What follows belongs to an exercise in optimizing a design on an open flow for small area, a short achievable clock period and few clock cycles per item; a production flow would make more cautious choices.

==> sierra <==
==> flow/design.v <==
package aes_sbox_pkg;
   typedef logic [7:0] byte_t;
endpackage
module sbox_lane_s1 (
   input  logic [7:0] in_byte,
   input  logic       inv,
   output logic [11:0] cut
);
   wire w_y0 = in_byte[0];
   wire w_y1 = in_byte[1];
   wire w_y2 = in_byte[2];
   wire w_y3 = in_byte[3];
   wire w_y4 = in_byte[4];
   wire w_y5 = in_byte[5];
   wire w_y6 = in_byte[6];
   wire w_y7 = in_byte[7];
   wire w_inv = inv;
   wire w_ai2 = w_y1 ^ w_y4;
   wire w_ai7 = w_y6 ^ w_ai2;
   wire w_ya7 = w_ai7;
   wire w_U0 = w_inv ? w_ya7 : w_y7;
   wire w_ai3 = w_y3 ^ w_y6;
   wire w_ai5 = w_y1 ^ w_ai3;
   wire w_ya4 = w_ai5;
   wire w_U3 = w_inv ? w_ya4 : w_y4;
   wire w_T1 = w_U0 ^ w_U3;
   wire w_ai1 = w_y2 ^ w_y7;
   wire w_ai11 = w_y4 ^ w_ai1;
   wire w_ya5 = w_ai11;
   wire w_U2 = w_inv ? w_ya5 : w_y5;
   wire w_ai6 = w_y7 ^ w_ai2;
   wire w_ya2 = ~w_ai6;
   wire w_U5 = w_inv ? w_ya2 : w_y2;
   wire w_T12 = w_U2 ^ w_U5;
   wire w_T27 = w_T1 ^ w_T12;
   wire w_T4 = w_U3 ^ w_U5;
   wire w_ai9 = w_y5 ^ w_ai1;
   wire w_ya0 = ~w_ai9;
   wire w_U7 = w_inv ? w_ya0 : w_y0;
   wire w_ai0 = w_y0 ^ w_y5;
   wire w_ai8 = w_y3 ^ w_ai0;
   wire w_ya6 = w_ai8;
   wire w_U1 = w_inv ? w_ya6 : w_y6;
   wire w_T7 = w_U1 ^ w_U2;
   wire w_T18 = w_U3 ^ w_U7;
   wire w_T19 = w_T7 ^ w_T18;
   wire w_T20 = w_T1 ^ w_T19;
   wire w_ai10 = w_y2 ^ w_ai0;
   wire w_ya3 = w_ai10;
   wire w_U4 = w_inv ? w_ya3 : w_y3;
   wire w_ai4 = w_y0 ^ w_ai3;
   wire w_ya1 = w_ai4;
   wire w_U6 = w_inv ? w_ya1 : w_y1;
   wire w_T5 = w_U4 ^ w_U6;
   wire w_T6 = w_T1 ^ w_T5;
   wire w_T10 = w_T6 ^ w_T7;
   wire w_T3 = w_U0 ^ w_U6;
   wire w_M4 = w_T19 & w_U7;
   wire w_T13 = w_T3 ^ w_T4;
   wire w_M1 = w_T13 & w_T6;
   wire w_M5 = w_M4 ^ w_M1;
   wire w_T2 = w_U0 ^ w_U5;
   wire w_T24 = w_T2 ^ w_T10;
   wire w_M17 = w_M5 ^ w_T24;
   wire w_M14 = w_T2 & w_T10;
   wire w_T11 = w_U1 ^ w_U5;
   wire w_T15 = w_T5 ^ w_T11;
   wire w_M11 = w_T1 & w_T15;
   wire w_M15 = w_M14 ^ w_M11;
   wire w_M21 = w_M17 ^ w_M15;
   wire w_T9 = w_U7 ^ w_T7;
   wire w_T16 = w_T5 ^ w_T12;
   wire w_T17 = w_T9 ^ w_T16;
   wire w_M9 = w_T20 & w_T17;
   wire w_M6 = w_T3 & w_T16;
   wire w_M10 = w_M9 ^ w_M6;
   wire w_M19 = w_M10 ^ w_M15;
   wire w_T25 = w_T20 ^ w_T17;
   wire w_M23 = w_M19 ^ w_T25;
   wire w_T26 = w_T3 ^ w_T16;
   wire w_M8 = w_T26 ^ w_M6;
   wire w_T21 = w_U6 ^ w_U7;
   wire w_T22 = w_T7 ^ w_T21;
   wire w_M7 = w_T22 & w_T9;
   wire w_M18 = w_M8 ^ w_M7;
   wire w_M12 = w_T4 & w_T27;
   wire w_M13 = w_M12 ^ w_M11;
   wire w_M22 = w_M18 ^ w_M13;
   wire w_T14 = w_T6 ^ w_T11;
   wire w_M3 = w_T14 ^ w_M1;
   wire w_T23 = w_T2 ^ w_T22;
   wire w_T8 = w_U7 ^ w_T6;
   wire w_M2 = w_T23 & w_T8;
   wire w_M16 = w_M3 ^ w_M2;
   wire w_M20 = w_M16 ^ w_M13;
   wire w_M25 = w_M22 & w_M20;
   wire w_M28 = w_M23 ^ w_M25;
   wire w_M27 = w_M20 ^ w_M21;
   wire w_M29 = w_M28 & w_M27;
   wire w_M37 = w_M21 ^ w_M29;
   wire w_M31 = w_M20 & w_M23;
   wire w_M32 = w_M27 & w_M31;
   wire w_M33 = w_M27 ^ w_M25;
   wire w_M38 = w_M32 ^ w_M33;
   wire w_M26 = w_M21 ^ w_M25;
   wire w_M24 = w_M22 ^ w_M23;
   wire w_M30 = w_M26 & w_M24;
   wire w_M39 = w_M23 ^ w_M30;
   wire w_M34 = w_M21 & w_M22;
   wire w_M35 = w_M24 & w_M34;
   wire w_M36 = w_M24 ^ w_M25;
   wire w_M40 = w_M35 ^ w_M36;
   assign cut[0] = w_T27;
   assign cut[1] = w_T4;
   assign cut[2] = w_U7;
   assign cut[3] = w_T20;
   assign cut[4] = w_T10;
   assign cut[5] = w_T1;
   assign cut[6] = w_T3;
   assign cut[7] = w_T6;
   assign cut[8] = w_M37;
   assign cut[9] = w_M38;
   assign cut[10] = w_M39;
   assign cut[11] = w_M40;
endmodule
module sbox_lane_s2 (
   input  logic [11:0] cut,
   input  logic       inv,
   output logic [7:0] out_byte
);
   wire w_r_T27 = cut[0];
   wire w_r_T4 = cut[1];
   wire w_r_U7 = cut[2];
   wire w_r_T20 = cut[3];
   wire w_r_T10 = cut[4];
   wire w_r_T1 = cut[5];
   wire w_r_T3 = cut[6];
   wire w_r_T6 = cut[7];
   wire w_r_M37 = cut[8];
   wire w_r_M38 = cut[9];
   wire w_r_M39 = cut[10];
   wire w_r_M40 = cut[11];
   wire w_invq = inv;
   wire w_s2_M37 = w_r_M37;
   wire w_s2_M39 = w_r_M39;
   wire w_M42 = w_s2_M37 ^ w_s2_M39;
   wire w_s2_M38 = w_r_M38;
   wire w_s2_M40 = w_r_M40;
   wire w_M41 = w_s2_M38 ^ w_s2_M40;
   wire w_M45 = w_M42 ^ w_M41;
   wire w_s2_T4 = w_r_T4;
   wire w_M62 = w_M45 & w_s2_T4;
   wire w_M43 = w_s2_M37 ^ w_s2_M38;
   wire w_tb6 = w_r_T27 ^ w_r_T6;
   wire w_s2_T16 = w_tb6;
   wire w_M49 = w_M43 & w_s2_T16;
   wire w_s2_T1 = w_r_T1;
   wire w_M61 = w_M42 & w_s2_T1;
   wire w_L5 = w_M49 ^ w_M61;
   wire w_L6 = w_M62 ^ w_L5;
   wire w_M44 = w_s2_M39 ^ w_s2_M40;
   wire w_tb4 = w_r_T4 ^ w_r_T3;
   wire w_s2_T13 = w_tb4;
   wire w_M55 = w_M44 & w_s2_T13;
   wire w_tb3 = w_r_U7 ^ w_r_T6;
   wire w_tb8 = w_r_T10 ^ w_tb3;
   wire w_s2_T9 = w_tb8;
   wire w_M50 = w_s2_M38 & w_s2_T9;
   wire w_tb0 = w_r_T4 ^ w_r_T1;
   wire w_tb1 = w_r_T20 ^ w_r_T3;
   wire w_tb9 = w_tb0 ^ w_tb1;
   wire w_s2_T23 = w_tb9;
   wire w_M56 = w_s2_M40 & w_s2_T23;
   wire w_L1 = w_M50 ^ w_M56;
   wire w_L15 = w_M55 ^ w_L1;
   wire w_tb2 = w_r_T27 ^ w_r_T10;
   wire w_s2_T15 = w_tb2;
   wire w_M52 = w_M42 & w_s2_T15;
   wire w_s2_T27 = w_r_T27;
   wire w_M53 = w_M45 & w_s2_T27;
   wire w_L9 = w_M52 ^ w_M53;
   wire w_L24 = w_L15 ^ w_L9;
   wire w_S0 = w_L6 ^ w_L24;
   wire w_s7 = w_S0;
   wire w_s2_T10 = w_r_T10;
   wire w_M54 = w_M41 & w_s2_T10;
   wire w_s2_T3 = w_r_T3;
   wire w_M58 = w_M43 & w_s2_T3;
   wire w_L4 = w_M54 ^ w_M58;
   wire w_L10 = w_M53 ^ w_L4;
   wire w_L25 = w_L6 ^ w_L10;
   wire w_s2_T20 = w_r_T20;
   wire w_M60 = w_s2_M37 & w_s2_T20;
   wire w_s2_T6 = w_r_T6;
   wire w_M46 = w_M44 & w_s2_T6;
   wire w_s2_U7 = w_r_U7;
   wire w_M48 = w_s2_M39 & w_s2_U7;
   wire w_L2 = w_M46 ^ w_M48;
   wire w_L11 = w_M60 ^ w_L2;
   wire w_tb5 = w_r_T20 ^ w_r_T1;
   wire w_s2_T19 = w_tb5;
   wire w_M57 = w_s2_M39 & w_s2_T19;
   wire w_L17 = w_M57 ^ w_L1;
   wire w_L29 = w_L11 ^ w_L17;
   wire w_S5 = w_L25 ^ w_L29;
   wire w_s2 = w_S5;
   wire w_s2_T2 = w_tb0;
   wire w_M63 = w_M41 & w_s2_T2;
   wire w_L19 = w_M63 ^ w_L4;
   wire w_L14 = w_M52 ^ w_M61;
   wire w_L28 = w_L11 ^ w_L14;
   wire w_S2 = ~(w_L19 ^ w_L28);
   wire w_s5 = w_S2;
   wire w_zi1 = w_s2 ^ w_s5;
   wire w_zi9 = w_s7 ^ w_zi1;
   wire w_z0 = ~w_zi9;
   wire w_tb7 = w_r_U7 ^ w_tb2;
   wire w_s2_T17 = w_tb7;
   wire w_M51 = w_s2_M37 & w_s2_T17;
   wire w_s2_T22 = w_tb1;
   wire w_M59 = w_s2_M38 & w_s2_T22;
   wire w_L8 = w_M51 ^ w_M59;
   wire w_L18 = w_M58 ^ w_L8;
   wire w_L23 = w_L18 ^ w_L2;
   wire w_S7 = ~(w_L6 ^ w_L23);
   wire w_o0 = w_invq ? w_z0 : w_S7;
   wire w_L0 = w_M61 ^ w_M62;
   wire w_L16 = w_M56 ^ w_L0;
   wire w_s2_T8 = w_tb3;
   wire w_M47 = w_s2_M40 & w_s2_T8;
   wire w_L3 = w_M47 ^ w_M55;
   wire w_L7 = w_M46 ^ w_L3;
   wire w_L26 = w_L7 ^ w_L9;
   wire w_S1 = ~(w_L16 ^ w_L26);
   wire w_s6 = w_S1;
   wire w_s0 = w_S7;
   wire w_L20 = w_L0 ^ w_L1;
   wire w_L12 = w_M48 ^ w_M51;
   wire w_L22 = w_L3 ^ w_L12;
   wire w_S4 = w_L20 ^ w_L22;
   wire w_s3 = w_S4;
   wire w_zi3 = w_s0 ^ w_s3;
   wire w_zi7 = w_s6 ^ w_zi3;
   wire w_z1 = w_zi7;
   wire w_L13 = w_M50 ^ w_L0;
   wire w_L27 = w_L8 ^ w_L10;
   wire w_S6 = ~(w_L13 ^ w_L27);
   wire w_o1 = w_invq ? w_z1 : w_S6;
   wire w_s1 = w_S6;
   wire w_L21 = w_L1 ^ w_L7;
   wire w_S3 = w_L6 ^ w_L21;
   wire w_s4 = w_S3;
   wire w_zi2 = w_s4 ^ w_s7;
   wire w_zi4 = w_s1 ^ w_zi2;
   wire w_z2 = ~w_zi4;
   wire w_o2 = w_invq ? w_z2 : w_S5;
   wire w_zi10 = w_s0 ^ w_zi1;
   wire w_z3 = w_zi10;
   wire w_o3 = w_invq ? w_z3 : w_S4;
   wire w_zi0 = w_s1 ^ w_s6;
   wire w_zi11 = w_s3 ^ w_zi0;
   wire w_z4 = w_zi11;
   wire w_o4 = w_invq ? w_z4 : w_S3;
   wire w_zi5 = w_s2 ^ w_zi2;
   wire w_z5 = w_zi5;
   wire w_o5 = w_invq ? w_z5 : w_S2;
   wire w_zi8 = w_s5 ^ w_zi3;
   wire w_z6 = w_zi8;
   wire w_o6 = w_invq ? w_z6 : w_S1;
   wire w_zi6 = w_s4 ^ w_zi0;
   wire w_z7 = w_zi6;
   wire w_o7 = w_invq ? w_z7 : w_S0;
   assign out_byte[0] = w_o0;
   assign out_byte[1] = w_o1;
   assign out_byte[2] = w_o2;
   assign out_byte[3] = w_o3;
   assign out_byte[4] = w_o4;
   assign out_byte[5] = w_o5;
   assign out_byte[6] = w_o6;
   assign out_byte[7] = w_o7;
endmodule
module sbox_subbytes_pipe
#(
   parameter int N_BYTES = 16
) (
   input  logic                 clk,
   input  logic                 rst_n,
   input  logic                 in_valid,
   output logic                 in_ready,
   input  logic [8*N_BYTES-1:0] in_data,
   input  logic                 in_inv,
   output logic                 out_valid,
   input  logic                 out_ready,
   output logic [8*N_BYTES-1:0] out_data,
   output logic                 out_inv,
   output logic                 busy
);
   localparam int NC = 12;    
   logic                     vld_q;
   logic                     inv_q;
   logic [N_BYTES*NC-1:0]    cut_d, cut_q;
   logic                     adv;
   assign adv = !vld_q || out_ready;
   generate
      for (genvar i = 0; i < N_BYTES; i++) begin : g_lane
         sbox_lane_s1 u_s1 (
            .in_byte (in_data[8*i +: 8]),
            .inv     (in_inv),
            .cut     (cut_d[NC*i +: NC])
         );
         sbox_lane_s2 u_s2 (
            .cut      (cut_q[NC*i +: NC]),
            .inv      (inv_q),
            .out_byte (out_data[8*i +: 8])
         );
      end
   endgenerate
   always_ff @(posedge clk) begin
      if (!rst_n)   vld_q <= 1'b0;
      else if (adv) vld_q <= in_valid;
      if (adv) begin
         cut_q <= cut_d;
         inv_q <= in_inv;
      end
   end
   assign in_ready  = adv;
   assign out_valid = vld_q;
   assign out_inv   = inv_q;
   assign busy      = vld_q;
endmodule
==> flow/run.sh <==
#!/bin/bash
# synth_recipe.tcl (not shown) runs the flow's synth.tcl, then flattens the netlist and writes it again
# the make line also repeats each setting of config.mk as NAME=value (left out here)
make -C /OpenROAD-flow-scripts/flow DESIGN_CONFIG=/design/flow/config.mk WORK_HOME=/design/flow/orfs CLKGATE_MAP_FILE= SYNTH_SCRIPT=/design/flow/synth_recipe.tcl finish
==> flow/config.mk <==
export PLATFORM = sky130hd
export DESIGN_NAME = sbox_subbytes_pipe
export DESIGN_NICKNAME = sbox_subbytes_pipe
export VERILOG_FILES = /design/flow/design.v
export SDC_FILE = /design/flow/constraint.sdc
export NUM_CORES = 4
export LEC_CHECK = 0
export ABC_AREA = 1
export CAP_MARGIN = 20
export CELL_PAD_IN_SITES_DETAIL_PLACEMENT = 1
export CELL_PAD_IN_SITES_GLOBAL_PLACEMENT = 2
export CORE_MARGIN = 2
export CORE_UTILIZATION = 50
export PLACE_DENSITY = 0.6
export SLEW_MARGIN = 20
==> flow/constraint.sdc <==
create_clock -name core_clock -period 5.0 [get_ports {clk}]
set_input_delay 1.0000 -clock core_clock [delete_from_list [all_inputs] [get_ports {clk}]]
set_output_delay 1.0000 -clock core_clock [all_outputs]
set_load 0.01 [all_outputs]
==> juniper (differences from sierra) <==
==> flow/design.v, changed modules only <==
module sbox_lane_s1 (
   input  logic [7:0] in_byte,
   input  logic       inv,
   output logic [11:0] cut
);
   wire w_y0 = in_byte[0];
   wire w_y1 = in_byte[1];
   wire w_y2 = in_byte[2];
   wire w_y3 = in_byte[3];
   wire w_y4 = in_byte[4];
   wire w_y5 = in_byte[5];
   wire w_y6 = in_byte[6];
   wire w_y7 = in_byte[7];
   wire w_inv = inv;
   wire w_ai2 = w_y1 ^ w_y4;
   wire w_ai7 = w_y6 ^ w_ai2;
   wire w_ya7 = w_ai7;
   wire w_U0 = w_inv ? w_ya7 : w_y7;
   wire w_ai0 = w_y0 ^ w_y5;
   wire w_ai8 = w_y3 ^ w_ai0;
   wire w_ya6 = w_ai8;
   wire w_U1 = w_inv ? w_ya6 : w_y6;
   wire w_ai1 = w_y2 ^ w_y7;
   wire w_ai11 = w_y4 ^ w_ai1;
   wire w_ya5 = w_ai11;
   wire w_U2 = w_inv ? w_ya5 : w_y5;
   wire w_ai3 = w_y3 ^ w_y6;
   wire w_ai5 = w_y1 ^ w_ai3;
   wire w_ya4 = w_ai5;
   wire w_U3 = w_inv ? w_ya4 : w_y4;
   wire w_ai10 = w_y2 ^ w_ai0;
   wire w_ya3 = w_ai10;
   wire w_U4 = w_inv ? w_ya3 : w_y3;
   wire w_ai6 = w_y7 ^ w_ai2;
   wire w_ya2 = ~w_ai6;
   wire w_U5 = w_inv ? w_ya2 : w_y2;
   wire w_ai4 = w_y0 ^ w_ai3;
   wire w_ya1 = w_ai4;
   wire w_U6 = w_inv ? w_ya1 : w_y1;
   wire w_ai9 = w_y5 ^ w_ai1;
   wire w_ya0 = ~w_ai9;
   wire w_U7 = w_inv ? w_ya0 : w_y0;
   wire w_T7 = w_U1 ^ w_U2;
   wire w_T18 = w_U3 ^ w_U7;
   wire w_T19 = w_T7 ^ w_T18;
   wire w_M4 = w_T19 & w_U7;
   wire w_T3 = w_U0 ^ w_U6;
   wire w_T4 = w_U3 ^ w_U5;
   wire w_T13 = w_T3 ^ w_T4;
   wire w_T1 = w_U0 ^ w_U3;
   wire w_T5 = w_U4 ^ w_U6;
   wire w_T6 = w_T1 ^ w_T5;
   wire w_M1 = w_T13 & w_T6;
   wire w_M5 = w_M4 ^ w_M1;
   wire w_T2 = w_U0 ^ w_U5;
   wire w_T10 = w_T6 ^ w_T7;
   wire w_T24 = w_T2 ^ w_T10;
   wire w_M17 = w_M5 ^ w_T24;
   wire w_M14 = w_T2 & w_T10;
   wire w_T11 = w_U1 ^ w_U5;
   wire w_T15 = w_T5 ^ w_T11;
   wire w_M11 = w_T1 & w_T15;
   wire w_M15 = w_M14 ^ w_M11;
   wire w_M21 = w_M17 ^ w_M15;
   wire w_T20 = w_T1 ^ w_T19;
   wire w_T9 = w_U7 ^ w_T7;
   wire w_T12 = w_U2 ^ w_U5;
   wire w_T16 = w_T5 ^ w_T12;
   wire w_T17 = w_T9 ^ w_T16;
   wire w_M9 = w_T20 & w_T17;
   wire w_M6 = w_T3 & w_T16;
   wire w_M10 = w_M9 ^ w_M6;
   wire w_M19 = w_M10 ^ w_M15;
   wire w_T25 = w_T20 ^ w_T17;
   wire w_M23 = w_M19 ^ w_T25;
   wire w_T26 = w_T3 ^ w_T16;
   wire w_M8 = w_T26 ^ w_M6;
   wire w_T21 = w_U6 ^ w_U7;
   wire w_T22 = w_T7 ^ w_T21;
   wire w_M7 = w_T22 & w_T9;
   wire w_M18 = w_M8 ^ w_M7;
   wire w_T27 = w_T1 ^ w_T12;
   wire w_M12 = w_T4 & w_T27;
   wire w_M13 = w_M12 ^ w_M11;
   wire w_M22 = w_M18 ^ w_M13;
   wire w_T14 = w_T6 ^ w_T11;
   wire w_M3 = w_T14 ^ w_M1;
   wire w_T23 = w_T2 ^ w_T22;
   wire w_T8 = w_U7 ^ w_T6;
   wire w_M2 = w_T23 & w_T8;
   wire w_M16 = w_M3 ^ w_M2;
   wire w_M20 = w_M16 ^ w_M13;
   wire w_M25 = w_M22 & w_M20;
   wire w_M28 = w_M23 ^ w_M25;
   wire w_M27 = w_M20 ^ w_M21;
   wire w_M29 = w_M28 & w_M27;
   wire w_M37 = w_M21 ^ w_M29;
   wire w_M31 = w_M20 & w_M23;
   wire w_M32 = w_M27 & w_M31;
   wire w_M33 = w_M27 ^ w_M25;
   wire w_M38 = w_M32 ^ w_M33;
   wire w_M26 = w_M21 ^ w_M25;
   wire w_M24 = w_M22 ^ w_M23;
   wire w_M30 = w_M26 & w_M24;
   wire w_M39 = w_M23 ^ w_M30;
   wire w_M34 = w_M21 & w_M22;
   wire w_M35 = w_M24 & w_M34;
   wire w_M36 = w_M24 ^ w_M25;
   wire w_M40 = w_M35 ^ w_M36;
   assign cut[0] = w_U0;
   assign cut[1] = w_U1;
   assign cut[2] = w_U2;
   assign cut[3] = w_U3;
   assign cut[4] = w_U4;
   assign cut[5] = w_U5;
   assign cut[6] = w_U6;
   assign cut[7] = w_U7;
   assign cut[8] = w_M37;
   assign cut[9] = w_M38;
   assign cut[10] = w_M39;
   assign cut[11] = w_M40;
endmodule
module sbox_lane_s2 (
   input  logic [11:0] cut,
   input  logic       inv,
   output logic [7:0] out_byte
);
   wire w_U0 = cut[0];
   wire w_U1 = cut[1];
   wire w_U2 = cut[2];
   wire w_U3 = cut[3];
   wire w_U4 = cut[4];
   wire w_U5 = cut[5];
   wire w_U6 = cut[6];
   wire w_U7 = cut[7];
   wire w_M37 = cut[8];
   wire w_M38 = cut[9];
   wire w_M39 = cut[10];
   wire w_M40 = cut[11];
   wire w_invq = inv;
   wire w_M42 = w_M37 ^ w_M39;
   wire w_M41 = w_M38 ^ w_M40;
   wire w_M45 = w_M42 ^ w_M41;
   wire w_T4 = w_U3 ^ w_U5;
   wire w_M62 = w_M45 & w_T4;
   wire w_M43 = w_M37 ^ w_M38;
   wire w_T5 = w_U4 ^ w_U6;
   wire w_T12 = w_U2 ^ w_U5;
   wire w_T16 = w_T5 ^ w_T12;
   wire w_M49 = w_M43 & w_T16;
   wire w_T1 = w_U0 ^ w_U3;
   wire w_M61 = w_M42 & w_T1;
   wire w_L5 = w_M49 ^ w_M61;
   wire w_L6 = w_M62 ^ w_L5;
   wire w_M44 = w_M39 ^ w_M40;
   wire w_T3 = w_U0 ^ w_U6;
   wire w_T13 = w_T3 ^ w_T4;
   wire w_M55 = w_M44 & w_T13;
   wire w_T7 = w_U1 ^ w_U2;
   wire w_T9 = w_U7 ^ w_T7;
   wire w_M50 = w_M38 & w_T9;
   wire w_T2 = w_U0 ^ w_U5;
   wire w_T21 = w_U6 ^ w_U7;
   wire w_T22 = w_T7 ^ w_T21;
   wire w_T23 = w_T2 ^ w_T22;
   wire w_M56 = w_M40 & w_T23;
   wire w_L1 = w_M50 ^ w_M56;
   wire w_L15 = w_M55 ^ w_L1;
   wire w_T11 = w_U1 ^ w_U5;
   wire w_T15 = w_T5 ^ w_T11;
   wire w_M52 = w_M42 & w_T15;
   wire w_T27 = w_T1 ^ w_T12;
   wire w_M53 = w_M45 & w_T27;
   wire w_L9 = w_M52 ^ w_M53;
   wire w_L24 = w_L15 ^ w_L9;
   wire w_S0 = w_L6 ^ w_L24;
   wire w_s7 = w_S0;
   wire w_T6 = w_T1 ^ w_T5;
   wire w_T10 = w_T6 ^ w_T7;
   wire w_M54 = w_M41 & w_T10;
   wire w_M58 = w_M43 & w_T3;
   wire w_L4 = w_M54 ^ w_M58;
   wire w_L10 = w_M53 ^ w_L4;
   wire w_L25 = w_L6 ^ w_L10;
   wire w_T18 = w_U3 ^ w_U7;
   wire w_T19 = w_T7 ^ w_T18;
   wire w_T20 = w_T1 ^ w_T19;
   wire w_M60 = w_M37 & w_T20;
   wire w_M46 = w_M44 & w_T6;
   wire w_M48 = w_M39 & w_U7;
   wire w_L2 = w_M46 ^ w_M48;
   wire w_L11 = w_M60 ^ w_L2;
   wire w_M57 = w_M39 & w_T19;
   wire w_L17 = w_M57 ^ w_L1;
   wire w_L29 = w_L11 ^ w_L17;
   wire w_S5 = w_L25 ^ w_L29;
   wire w_s2 = w_S5;
   wire w_M63 = w_M41 & w_T2;
   wire w_L19 = w_M63 ^ w_L4;
   wire w_L14 = w_M52 ^ w_M61;
   wire w_L28 = w_L11 ^ w_L14;
   wire w_S2 = ~(w_L19 ^ w_L28);
   wire w_s5 = w_S2;
   wire w_zi1 = w_s2 ^ w_s5;
   wire w_zi9 = w_s7 ^ w_zi1;
   wire w_z0 = ~w_zi9;
   wire w_T17 = w_T9 ^ w_T16;
   wire w_M51 = w_M37 & w_T17;
   wire w_M59 = w_M38 & w_T22;
   wire w_L8 = w_M51 ^ w_M59;
   wire w_L18 = w_M58 ^ w_L8;
   wire w_L23 = w_L18 ^ w_L2;
   wire w_S7 = ~(w_L6 ^ w_L23);
   wire w_o0 = w_invq ? w_z0 : w_S7;
   wire w_L0 = w_M61 ^ w_M62;
   wire w_L16 = w_M56 ^ w_L0;
   wire w_T8 = w_U7 ^ w_T6;
   wire w_M47 = w_M40 & w_T8;
   wire w_L3 = w_M47 ^ w_M55;
   wire w_L7 = w_M46 ^ w_L3;
   wire w_L26 = w_L7 ^ w_L9;
   wire w_S1 = ~(w_L16 ^ w_L26);
   wire w_s6 = w_S1;
   wire w_s0 = w_S7;
   wire w_L20 = w_L0 ^ w_L1;
   wire w_L12 = w_M48 ^ w_M51;
   wire w_L22 = w_L3 ^ w_L12;
   wire w_S4 = w_L20 ^ w_L22;
   wire w_s3 = w_S4;
   wire w_zi3 = w_s0 ^ w_s3;
   wire w_zi7 = w_s6 ^ w_zi3;
   wire w_z1 = w_zi7;
   wire w_L13 = w_M50 ^ w_L0;
   wire w_L27 = w_L8 ^ w_L10;
   wire w_S6 = ~(w_L13 ^ w_L27);
   wire w_o1 = w_invq ? w_z1 : w_S6;
   wire w_s1 = w_S6;
   wire w_L21 = w_L1 ^ w_L7;
   wire w_S3 = w_L6 ^ w_L21;
   wire w_s4 = w_S3;
   wire w_zi2 = w_s4 ^ w_s7;
   wire w_zi4 = w_s1 ^ w_zi2;
   wire w_z2 = ~w_zi4;
   wire w_o2 = w_invq ? w_z2 : w_S5;
   wire w_zi10 = w_s0 ^ w_zi1;
   wire w_z3 = w_zi10;
   wire w_o3 = w_invq ? w_z3 : w_S4;
   wire w_zi0 = w_s1 ^ w_s6;
   wire w_zi11 = w_s3 ^ w_zi0;
   wire w_z4 = w_zi11;
   wire w_o4 = w_invq ? w_z4 : w_S3;
   wire w_zi5 = w_s2 ^ w_zi2;
   wire w_z5 = w_zi5;
   wire w_o5 = w_invq ? w_z5 : w_S2;
   wire w_zi8 = w_s5 ^ w_zi3;
   wire w_z6 = w_zi8;
   wire w_o6 = w_invq ? w_z6 : w_S1;
   wire w_zi6 = w_s4 ^ w_zi0;
   wire w_z7 = w_zi6;
   wire w_o7 = w_invq ? w_z7 : w_S0;
   assign out_byte[0] = w_o0;
   assign out_byte[1] = w_o1;
   assign out_byte[2] = w_o2;
   assign out_byte[3] = w_o3;
   assign out_byte[4] = w_o4;
   assign out_byte[5] = w_o5;
   assign out_byte[6] = w_o6;
   assign out_byte[7] = w_o7;
endmodule
==> flow/flow/run.sh (new file) <==
#!/bin/bash
# Own flow: the standard layout, but synthesis maps the logic with an
# area-oriented ABC script (flow/abc.script) in place of ORFS's abc_area.script.
# Everything else (registers, flattening, renaming, later steps) is the standard flow.
set -euo pipefail
cd "$(dirname "$0")/.."
rm -rf myscripts
cp -r "$FLOW_HOME/scripts" myscripts
cp flow/abc.script myscripts/abc_area.script
bash standard.sh SCRIPTS_DIR="$PWD/myscripts" synth > synth.log 2>&1
bash standard.sh > layout.log 2>&1
==> flow/flow/abc.script (new file) <==
strash
dch
amap
topo
stime -c
buffer -c
upsize -c
dnsize -c
==> flow/standard.sh (new file) <==
#!/bin/bash
# synth_recipe.tcl (not shown) runs the flow's synth.tcl, then flattens the netlist and writes it again
# the make line also repeats each setting of config.mk as NAME=value (left out here)
make -C /OpenROAD-flow-scripts/flow DESIGN_CONFIG=/design/flow/config.mk WORK_HOME=/design/flow/orfs CLKGATE_MAP_FILE= SYNTH_SCRIPT=/design/flow/synth_recipe.tcl "${@:-finish}"
--- a/flow/config.mk
+++ b/flow/config.mk
@@ -7,9 +7,10 @@
 export LEC_CHECK = 0
 export ABC_AREA = 1
 export CAP_MARGIN = 20
-export CELL_PAD_IN_SITES_DETAIL_PLACEMENT = 1
-export CELL_PAD_IN_SITES_GLOBAL_PLACEMENT = 2
+export CELL_PAD_IN_SITES_DETAIL_PLACEMENT = 0
+export CELL_PAD_IN_SITES_GLOBAL_PLACEMENT = 1
 export CORE_MARGIN = 2
-export CORE_UTILIZATION = 50
-export PLACE_DENSITY = 0.6
+export CORE_UTILIZATION = 55
+export PLACE_DENSITY = 0.65
+export SETUP_SLACK_MARGIN = 1.5
 export SLEW_MARGIN = 20
removed: flow/run.sh
==> qor summary <==
| quantity | juniper | sierra |
|---|---|---|
| Simple-gate area share of the yosys netlist | 0.1295 | 0.5055 |
| Effective utilization at floorplan | 0.5546 | 0.5073 |
| Core Rows | 88 | 103 |
| Distinct cells, synth | 47 | 49 |
| Sequential cell area fraction in the yosys report | 0.1824 | 0.1447 |
| Synthesized-area fraction occupied by ao, oa, aoi and oai cells | 0.4803 | 0.03081 |
| Die Wd | 244.7 µm | 287.6 µm |
| Number of instances in the synthesized netlist | 5027 | 7262 |
| Net count after synthesis | 5192 | 7427 |
| Post-synthesis average cell area | 6.341 µm² | 5.536 µm² |
| Result of the run | complete, but fails checks | did not finish |
| Last stage reached | - | global placement without I/O (3_1_place_gp_skip_io) |
| Reasons for failing layout checks | negative setup slack | - |
| Count leader, synth | inv_1 | nand2_1 |
| Share of synthesized cell area in full adder, half adder and majority cells | 0.01256 | 0.009959 |
| Library cell with the largest summed area after synthesis | o22ai_1 | nand2_1 |
No functional check of the RTL was part of any run of this note.

## afterwards: timing with drivers on the ports
The flow's constraints put no driver on any port. The routed layout listed below was extracted and timed again, unchanged, in two steps.
Step 1 assumes that a clkbuf_16 drives the clock port and a buf_2 every other input.
Step 2 also shifts input and output timing later by t, the mid clock arrival at the registers, as if the neighbouring blocks saw the same clock.
a / b / c = ideal ports / drivers / drivers and shift; a / b = the first two.
run: juniper
shift t [ns]: 0.567
slack for setup (ns): -0.158 / -0.220 / -0.219
hold slack, ns: 0.670 / 0.670 / 0.670
clock arrival spread, ns: 0.015 / 0.015
The setup slack of juniper moves by -0.062 ns with the drivers and by -0.061 ns with both steps.
